Source: an optimization exercise on an open RTL-to-GDS flow (aim: small area). Production flows keep margins and buffers that such runs may drop. In this exercise RTL edits were held to simulation tests only and were not proved equivalent to the original. Power is estimated from default activity; no workload was simulated.

==> inputs of yarrow <==
==> flow/design.v <==
package regfile_pkg;
    localparam int DEF_DATA_W = 32;
    localparam int DEF_ADDR_W = 5;
    localparam int REG_ZERO   = 0;
endpackage
module rf_o22ai (input logic a1, a2, b1, b2, output logic y);
    assign y = ~((a1 | a2) & (b1 | b2));
endmodule
module rf_a222oi (input logic a1, a2, b1, b2, c1, c2, output logic y);
    assign y = ~((a1 & a2) | (b1 & b2) | (c1 & c2));
endmodule
module rf_inv (input logic a, output logic y);
    assign y = ~a;
endmodule
module rf_nand2 (input logic a, b, output logic y);
    assign y = ~(a & b);
endmodule
module rf_nand3 (input logic a, b, c, output logic y);
    assign y = ~(a & b & c);
endmodule
module rf_nand4 (input logic a, b, c, d, output logic y);
    assign y = ~(a & b & c & d);
endmodule
module rf_or2 (input logic a, b, output logic y);
    assign y = a | b;
endmodule
module rf_nor2 (input logic a, b, output logic y);
    assign y = ~(a | b);
endmodule
module rf_xor2 (input logic a, b, output logic y);
    assign y = a ^ b;
endmodule
module rf_xnor2 (input logic a, b, output logic y);
    assign y = ~(a ^ b);
endmodule
module rf_mux2i (input logic a0, a1, s, output logic y);
    assign y = ~(s ? a1 : a0);
endmodule
module rf_sel31 (input logic [31:1] sel, input logic [31:1] d, output logic y);
    logic [10:0] t;
    logic [1:0]  u;
    logic        w;
    genvar g;
    generate
        for (g = 0; g < 10; g++) begin : g_l1
            rf_a222oi u_a (.a1(sel[3*g+1]), .a2(d[3*g+1]),
                           .b1(sel[3*g+2]), .b2(d[3*g+2]),
                           .c1(sel[3*g+3]), .c2(d[3*g+3]), .y(t[g]));
        end
    endgenerate
    rf_nand2 u_n31 (.a(sel[31]), .b(d[31]), .y(t[10]));
    rf_nand4 u_u0 (.a(t[0]), .b(t[1]), .c(t[2]), .d(t[3]), .y(u[0]));
    rf_nand4 u_u1 (.a(t[4]), .b(t[5]), .c(t[6]), .d(t[7]), .y(u[1]));
    rf_nor2  u_w  (.a(u[0]), .b(u[1]), .y(w));
    rf_nand4 u_y  (.a(w), .b(t[8]), .c(t[9]), .d(t[10]), .y(y));
endmodule
module rf_dec31 (input logic [3:0] pa, input logic [7:0] pb, output logic [31:1] sel);
    genvar g;
    generate
        for (g = 1; g < 32; g++) begin : g_s
            logic n;
            rf_nand2 u_n (.a(pa[g % 4]), .b(pb[g / 4]), .y(n));
            rf_inv   u_i (.a(n), .y(sel[g]));
        end
    endgenerate
endmodule
module rf_dec31w (input logic [3:0] pa_n, input logic [7:0] pb_n,
                  output logic [31:1] sel, output logic [31:1] sel_n);
    genvar g;
    generate
        for (g = 1; g < 32; g++) begin : g_s
            rf_or2 u_n (.a(pa_n[g % 4]), .b(pb_n[g / 4]), .y(sel_n[g]));
            rf_inv u_i (.a(sel_n[g]), .y(sel[g]));
        end
    endgenerate
endmodule
import regfile_pkg::*;
module regfile_scoreboard
#(
    parameter int ADDR_W = DEF_ADDR_W
) (
    input  logic                    clk,
    input  logic                    reset_n,
    input  logic                    we,
    input  logic [ADDR_W-1:0]       wa,
    input  logic                    rsv_req,
    input  logic [ADDR_W-1:0]       rsv_addr,
    output logic                    rsv_ok,
    output logic [(1<<ADDR_W)-1:1]  busy,
    output logic [ADDR_W:0]         busy_cnt
);
    localparam int DEPTH = 1 << ADDR_W;
    logic [DEPTH-1:1] busy_reg;
    logic [DEPTH-1:1] busy_next;
    logic [DEPTH-1:1] rq;
    logic [DEPTH-1:1] sel;    
    logic [3:0]       qa;
    logic [7:0]       qb;
    logic [ADDR_W:0]  cnt_reg;
    logic             rsv_hit, wr_clear;
    for (genvar j = 0; j < 4; j++) begin : g_qa
        assign qa[j] = rsv_req && (rsv_addr[1:0] == 2'(j));
    end
    for (genvar k = 0; k < 8; k++) begin : g_qb
        assign qb[k] = (rsv_addr[4:2] == 3'(k));
    end
    genvar gi;
    generate
        for (gi = 1; gi < DEPTH; gi++) begin : g_busy
            logic ntake;
            assign rq[gi]  = qa[gi % 4] && qb[gi / 4];
            assign sel[gi] = (we && wa == ADDR_W'(gi)) || !reset_n;
            assign ntake  = !(reset_n && rq[gi]);
            rf_mux2i u_nx (.a0(ntake), .a1(sel[gi]), .s(busy_reg[gi]), .y(busy_next[gi]));
        end
    endgenerate
    rf_sel31 u_rhit (.sel(rq), .d(busy_reg), .y(rsv_hit));
    rf_sel31 u_wclr (.sel(sel), .d(busy_reg), .y(wr_clear));
    assign rsv_ok = rsv_req && (rsv_addr != '0) && !rsv_hit;
    always_ff @(posedge clk) begin
        busy_reg <= busy_next;
        if (!reset_n)
            cnt_reg <= '0;
        else if (rsv_ok != wr_clear)
            cnt_reg <= rsv_ok ? cnt_reg + 1'b1 : cnt_reg - 1'b1;
    end
    assign busy     = busy_reg;
    assign busy_cnt = cnt_reg;
endmodule
import regfile_pkg::*;
module regfile_mp
#(
    parameter int DATA_W = DEF_DATA_W,
    parameter int ADDR_W = DEF_ADDR_W,
    parameter int NUM_RD = 2
) (
    input  logic                     clk,
    input  logic                     reset_n,
    input  logic                     we,
    input  logic [ADDR_W-1:0]        wa,
    input  logic [DATA_W-1:0]        wd,
    input  logic [NUM_RD*ADDR_W-1:0] ra,
    output logic [NUM_RD*DATA_W-1:0] rd,
    output logic [NUM_RD-1:0]        rd_busy,
    input  logic                     rsv_req,
    input  logic [ADDR_W-1:0]        rsv_addr,
    output logic                     rsv_ok,
    output logic [ADDR_W:0]          busy_cnt
);
    localparam int DEPTH = 1 << ADDR_W;
    localparam int HALF  = DATA_W / 2;
    logic                phase;
    logic [1:0]          phase_n, rst;
    logic [DATA_W-1:0]   nwp;
    logic [DEPTH-1:1]    sel, nsel;
    logic [DEPTH-1:1]    busy_vec;
    logic [DATA_W-1:0]   col [DEPTH-1:1];        
    logic [3:0]          sa_n;
    logic [7:0]          sb_n;
    always_ff @(posedge clk)
        phase <= reset_n && !phase;
    rf_inv u_ph0 (.a(phase), .y(phase_n[0]));
    rf_inv u_ph1 (.a(phase), .y(phase_n[1]));
    rf_inv u_rs0 (.a(reset_n), .y(rst[0]));
    rf_inv u_rs1 (.a(reset_n), .y(rst[1]));
    for (genvar j = 0; j < 4; j++) begin : g_wa
        assign sa_n[j] = !(we && (wa[1:0] == 2'(j))) && reset_n;
    end
    for (genvar k = 0; k < 8; k++) begin : g_wb
        assign sb_n[k] = (wa[4:2] != 3'(k)) && reset_n;
    end
    rf_dec31w u_wdec (.pa_n(sa_n), .pb_n(sb_n), .sel(sel), .sel_n(nsel));
    regfile_scoreboard #(
        .ADDR_W (ADDR_W)
    ) u_scoreboard (
        .clk      (clk),
        .reset_n  (reset_n),
        .we       (we),
        .wa       (wa),
        .rsv_req  (rsv_req),
        .rsv_addr (rsv_addr),
        .rsv_ok   (rsv_ok),
        .busy     (busy_vec),
        .busy_cnt (busy_cnt)
    );
    genvar gi, gj, gk;
    generate
        for (gj = 0; gj < DATA_W; gj++) begin : g_col
            logic y;
            rf_xnor2 u_x (.a(wd[gj]), .b(phase_n[gj / HALF]), .y(y));
            rf_or2   u_o (.a(y), .b(rst[gj / HALF]), .y(nwp[gj]));
        end
        for (gi = 1; gi < DEPTH; gi++) begin : g_row
            logic [DATA_W-1:0] q, d;
            for (gj = 0; gj < DATA_W; gj++) begin : g_bit
                rf_o22ai u_d (.a1(q[gj]), .a2(sel[gi]), .b1(nsel[gi]), .b2(nwp[gj]), .y(d[gj]));
            end
            always_ff @(posedge clk)
                q <= d;
            assign col[gi] = q;
        end
        for (gk = 0; gk < NUM_RD; gk++) begin : g_rd
            logic [ADDR_W-1:0] ra_k;
            logic [3:0]        pa;
            logic [7:0]        pb;
            logic [DEPTH-1:1]  rsel;
            logic              flip_n;
            logic [1:0]        flip;
            assign ra_k = ra[gk*ADDR_W +: ADDR_W];
            for (genvar j = 0; j < 4; j++) begin : g_pa
                assign pa[j] = (ra_k[1:0] == 2'(j));
            end
            for (genvar k = 0; k < 8; k++) begin : g_pb
                assign pb[k] = (ra_k[4:2] == 3'(k));
            end
            rf_dec31 u_rdec (.pa(pa), .pb(pb), .sel(rsel));
            rf_nand2 u_fn (.a(phase), .b(ra_k != '0), .y(flip_n));
            rf_inv   u_f0 (.a(flip_n), .y(flip[0]));
            rf_inv   u_f1 (.a(flip_n), .y(flip[1]));
            for (gj = 0; gj < DATA_W; gj++) begin : g_bit
                logic [DEPTH-1:1] dcol;
                logic             m;
                for (gi = 1; gi < DEPTH; gi++) begin : g_tap
                    assign dcol[gi] = col[gi][gj];
                end
                rf_sel31 u_sel (.sel(rsel), .d(dcol), .y(m));
                rf_xor2  u_out (.a(m), .b(flip[gj / HALF]), .y(rd[gk*DATA_W + gj]));
            end
            rf_sel31 u_bsel (.sel(rsel), .d(busy_vec), .y(rd_busy[gk]));
        end
    endgenerate
endmodule
==> flow/flow/run.sh <==
#!/bin/bash
# Own layout flow: the standard flow (standard.sh) with these changes after
# synthesis, which itself runs unchanged:
#  - combinational cells are swapped for the stronger cell of the same
#    footprint and area (inv_1 -> inv_2, ...), see upsize.tcl;
#  - port buffers use buf_1 instead of the slow clkdlybuf4s50_1 delay cell;
#  - clock tree synthesis inserts no dummy loads and uses clkbuf_16 leaf
#    buffers on clusters of up to 25 sinks.
# Each tool's output goes to a log file of its own in this folder.
set -euo pipefail
bash standard.sh synth > synth.log 2>&1
RES=orfs/results/sky130hd/regfile_mp/base
UPSIZE_ODB=$RES/1_synth.odb openroad -no_init -exit flow/upsize.tcl > upsize.log 2>&1
touch $RES/1_synth.sdc
export BUFFER_PORTS_ARGS="-buffer_cell sky130_fd_sc_hd__buf_1"
export CTS_ARGS="-sink_clustering_enable -repair_clock_nets -dont_use_dummy_load -buf_list {sky130_fd_sc_hd__clkbuf_16} -sink_clustering_size 25 -sink_clustering_max_diameter 100"
bash standard.sh > layout.log 2>&1
==> flow/flow/upsize.tcl <==
# Swap each combinational cell for the stronger cell of the same footprint
# and the same area (inv_1 -> inv_2, or2_1 -> or2_2, ...). Registers and
# every other cell are left as synthesis made them.
set swaps {
  inv_1 inv_2  or2_0 or2_2  or2_1 or2_2  and2_0 and2_1  mux2_1 mux2_2
  o21ai_0 o21ai_1  a21boi_0 a21boi_1  a21bo_1 a21bo_2  a31o_1 a31o_2
  and4bb_1 and4bb_2  o211a_1 o211a_2  o21ba_1 o21ba_2  o221a_1 o221a_2
  o311ai_0 o311ai_1  or3b_1 or3b_2  or4b_1 or4b_2
}
set odb $::env(UPSIZE_ODB)
read_db $odb
set db [ord::get_db]
set n 0
foreach {from to} $swaps {
  set m [$db findMaster sky130_fd_sc_hd__$to]
  foreach inst [[ord::get_db_block] getInsts] {
    if {[[$inst getMaster] getName] eq "sky130_fd_sc_hd__$from"} {
      $inst swapMaster $m
      incr n
    }
  }
}
puts "upsize: swapped $n cells"
write_db $odb
==> flow/standard.sh <==
#!/bin/bash
# synth_recipe.tcl (not shown) runs the flow's synth.tcl, then flattens the netlist and writes it again
# the make line also repeats each setting of config.mk as NAME=value (left out here)
make -C /OpenROAD-flow-scripts/flow DESIGN_CONFIG=/design/flow/config.mk WORK_HOME=/design/flow/orfs CLKGATE_MAP_FILE= SYNTH_SCRIPT=/design/flow/synth_recipe.tcl "${@:-finish}"
==> flow/config.mk <==
export PLATFORM = sky130hd
export DESIGN_NAME = regfile_mp
export DESIGN_NICKNAME = regfile_mp
export VERILOG_FILES = /design/flow/design.v
export SDC_FILE = /design/flow/constraint.sdc
export NUM_CORES = 8
export LEC_CHECK = 0
export CAP_MARGIN = 20
export CORE_MARGIN = 2
export CORE_UTILIZATION = 40
export GPL_TIMING_DRIVEN = 0
export SETUP_SLACK_MARGIN = 0.5
export SLEW_MARGIN = 20
export SYNTH_HIERARCHICAL = 1
==> flow/constraint.sdc <==
create_clock -name core_clock -period 6.0 [get_ports {clk}]
set_input_delay 1.2000 -clock core_clock [delete_from_list [all_inputs] [get_ports {clk}]]
set_output_delay 1.2000 -clock core_clock [all_outputs]
set_load 0.01 [all_outputs]
==> inputs of zinc, as changes to yarrow <==
- CORE_UTILIZATION: 40 -> 60
- SETUP_SLACK_MARGIN: 0.5 -> 0.3
==> inputs of sierra, as changes to yarrow <==
--- a/flow/design.v
+++ b/flow/design.v
@@ -81,8 +81,7 @@
 ) (
     input  logic                    clk,
     input  logic                    reset_n,
-    input  logic                    we,
-    input  logic [ADDR_W-1:0]       wa,
+    input  logic [(1<<ADDR_W)-1:1]  sel,
     input  logic                    rsv_req,
     input  logic [ADDR_W-1:0]       rsv_addr,
     output logic                    rsv_ok,
@@ -93,7 +92,6 @@
     logic [DEPTH-1:1] busy_reg;
     logic [DEPTH-1:1] busy_next;
     logic [DEPTH-1:1] rq;
-    logic [DEPTH-1:1] sel;    
     logic [3:0]       qa;
     logic [7:0]       qb;
     logic [ADDR_W:0]  cnt_reg;
@@ -108,8 +106,7 @@
     generate
         for (gi = 1; gi < DEPTH; gi++) begin : g_busy
             logic ntake;
-            assign rq[gi]  = qa[gi % 4] && qb[gi / 4];
-            assign sel[gi] = (we && wa == ADDR_W'(gi)) || !reset_n;
+            assign rq[gi] = qa[gi % 4] && qb[gi / 4];
             assign ntake  = !(reset_n && rq[gi]);
             rf_mux2i u_nx (.a0(ntake), .a1(sel[gi]), .s(busy_reg[gi]), .y(busy_next[gi]));
         end
@@ -175,8 +172,7 @@
     ) u_scoreboard (
         .clk      (clk),
         .reset_n  (reset_n),
-        .we       (we),
-        .wa       (wa),
+        .sel      (sel),
         .rsv_req  (rsv_req),
         .rsv_addr (rsv_addr),
         .rsv_ok   (rsv_ok),
- SETUP_SLACK_MARGIN: 0.5 -> not set
==> inputs of harbor, as changes to yarrow <==
- CORE_UTILIZATION: 40 -> 50
- SETUP_SLACK_MARGIN: 0.5 -> 0.3
==> results.txt <==
Tapcell count: harbor 1,040; yarrow 1,276; zinc 855; sierra 1,276
Summed negative setup slack over all endpoints: harbor 0 ns; yarrow 0 ns; zinc 0 ns; sierra -0.6196 ns
Clock network fraction of design power: harbor 23.1%; yarrow 23.5%; zinc 22.9%; sierra 23.2%
Yosys top cell area share: harbor 52.95%; yarrow 52.95%; zinc 52.95%; sierra 53.30%
Avg Synthesized Cell Area: harbor 10.71 um2; yarrow 10.71 um2; zinc 10.71 um2; sierra 10.79 um2
Result of the run: harbor timing/DRC/antenna clean; yarrow timing/DRC/antenna clean; zinc timing/DRC/antenna clean; sierra complete, but fails checks
Violated checks: harbor -; yarrow -; zinc -; sierra negative setup slack
Post-synthesis simple-gate area fraction: harbor 8.236%; yarrow 8.236%; zinc 8.236%; sierra 8.050%
Number of library cell types mapped by synthesis: harbor 44; yarrow 44; zinc 44; sierra 47
Maximum fanout along the worst path: harbor 33; yarrow 33; zinc 33; sierra 34
All-Layer GR Usage: harbor 45.33%; yarrow 35.83%; zinc 52.39%; sierra 34.79%
Initial core utilization: harbor 50.35%; yarrow 40.32%; zinc 60.51%; sierra 40.18%
Power Density: harbor 372.6 nW/um2; yarrow 369.0 nW/um2; zinc 373.9 nW/um2; sierra 372.3 nW/um2
Setup clock skew after layout: harbor 0.03088 ns; yarrow 0.03099 ns; zinc 0.03543 ns; sierra 0.02240 ns
Post-route setup slack: harbor 0.3307 ns; yarrow 0.3883 ns; zinc 0.4403 ns; sierra -0.1701 ns
Post-placement worst setup slack: harbor 0.6259 ns; yarrow 0.5308 ns; zinc 0.7734 ns; sierra -0.4384 ns
Fraction of layout cells with a size suffix above 1: harbor 6.135%; yarrow 6.186%; zinc 6.111%; sierra 6.303%
Leakage power: harbor 0.01441 uW; yarrow 0.01441 uW; zinc 0.01440 uW; sierra 0.01433 uW
Internal power: harbor 10,520 uW; yarrow 10,550 uW; zinc 10,510 uW; sierra 10,520 uW
Largest stage delay, worst path: harbor 0.78 ns; yarrow 0.81 ns; zinc 0.78 ns; sierra 1.06 ns
Repair and plain buffers: harbor 140; yarrow 140; zinc 139; sierra 133
Area growth from synthesis to layout: harbor 7.815%; yarrow 8.779%; zinc 7.143%; sierra 8.457%
Clock Latency Late Sink: harbor 0.65 ns; yarrow 0.68 ns; zinc 0.66 ns; sierra 0.64 ns
Sequential element share of the synthesized area: harbor 52.95%; yarrow 52.95%; zinc 52.95%; sierra 53.30%
Netlist area before placement: harbor 38,940 um2; yarrow 38,940 um2; zinc 38,940 um2; sierra 38,690 um2
Met2 routing resource usage after global routing: harbor 64.39%; yarrow 51.13%; zinc 72.74%; sierra 51.59%
Syn Nets: harbor 3,698; yarrow 3,698; zinc 3,698; sierra 3,647
Final Wtd Congestion: harbor 0.8950; yarrow 0.9264; zinc 0.9501; sierra 0.8753

## re-timing with driven ports
No port has a modelled driver above. Below, the same layouts with a new extraction and two added sets of constraints. Step 1 sets driving cells, clkbuf_16 on the clock port and buf_2 on the other inputs (assumed; they add their load-dependent delay and slew). Step 2 moves the port delays by t, midway between the first and last clock arrival at a register: inputs arrive t later, outputs are due t later. That takes back most of the time a late clock gives input paths. Slacks: ideal ports / drivers / drivers and shift; pairs: ideal ports / drivers.
run	shift t [ns]	slack for setup (ns)	hold slack, ns	worst data-port slew with drivers (ns)	cell pins on the clock port's net
yarrow	0.727	0.388 / 0.300 / 0.300	0.472 / 0.472 / 0.472	0.15	1
zinc	0.702	0.440 / 0.329 / 0.329	0.474 / 0.474 / 0.474	0.14	1
sierra	0.712	-0.170 / -0.126 / -0.838	0.469 / 0.469 / 0.469	0.15	1
harbor	0.712	0.331 / 0.202 / 0.202	0.474 / 0.474 / 0.474	0.18	1
The setup slack of sierra, which loses most, moves by +0.044 ns with the drivers and by -0.668 ns with both steps.
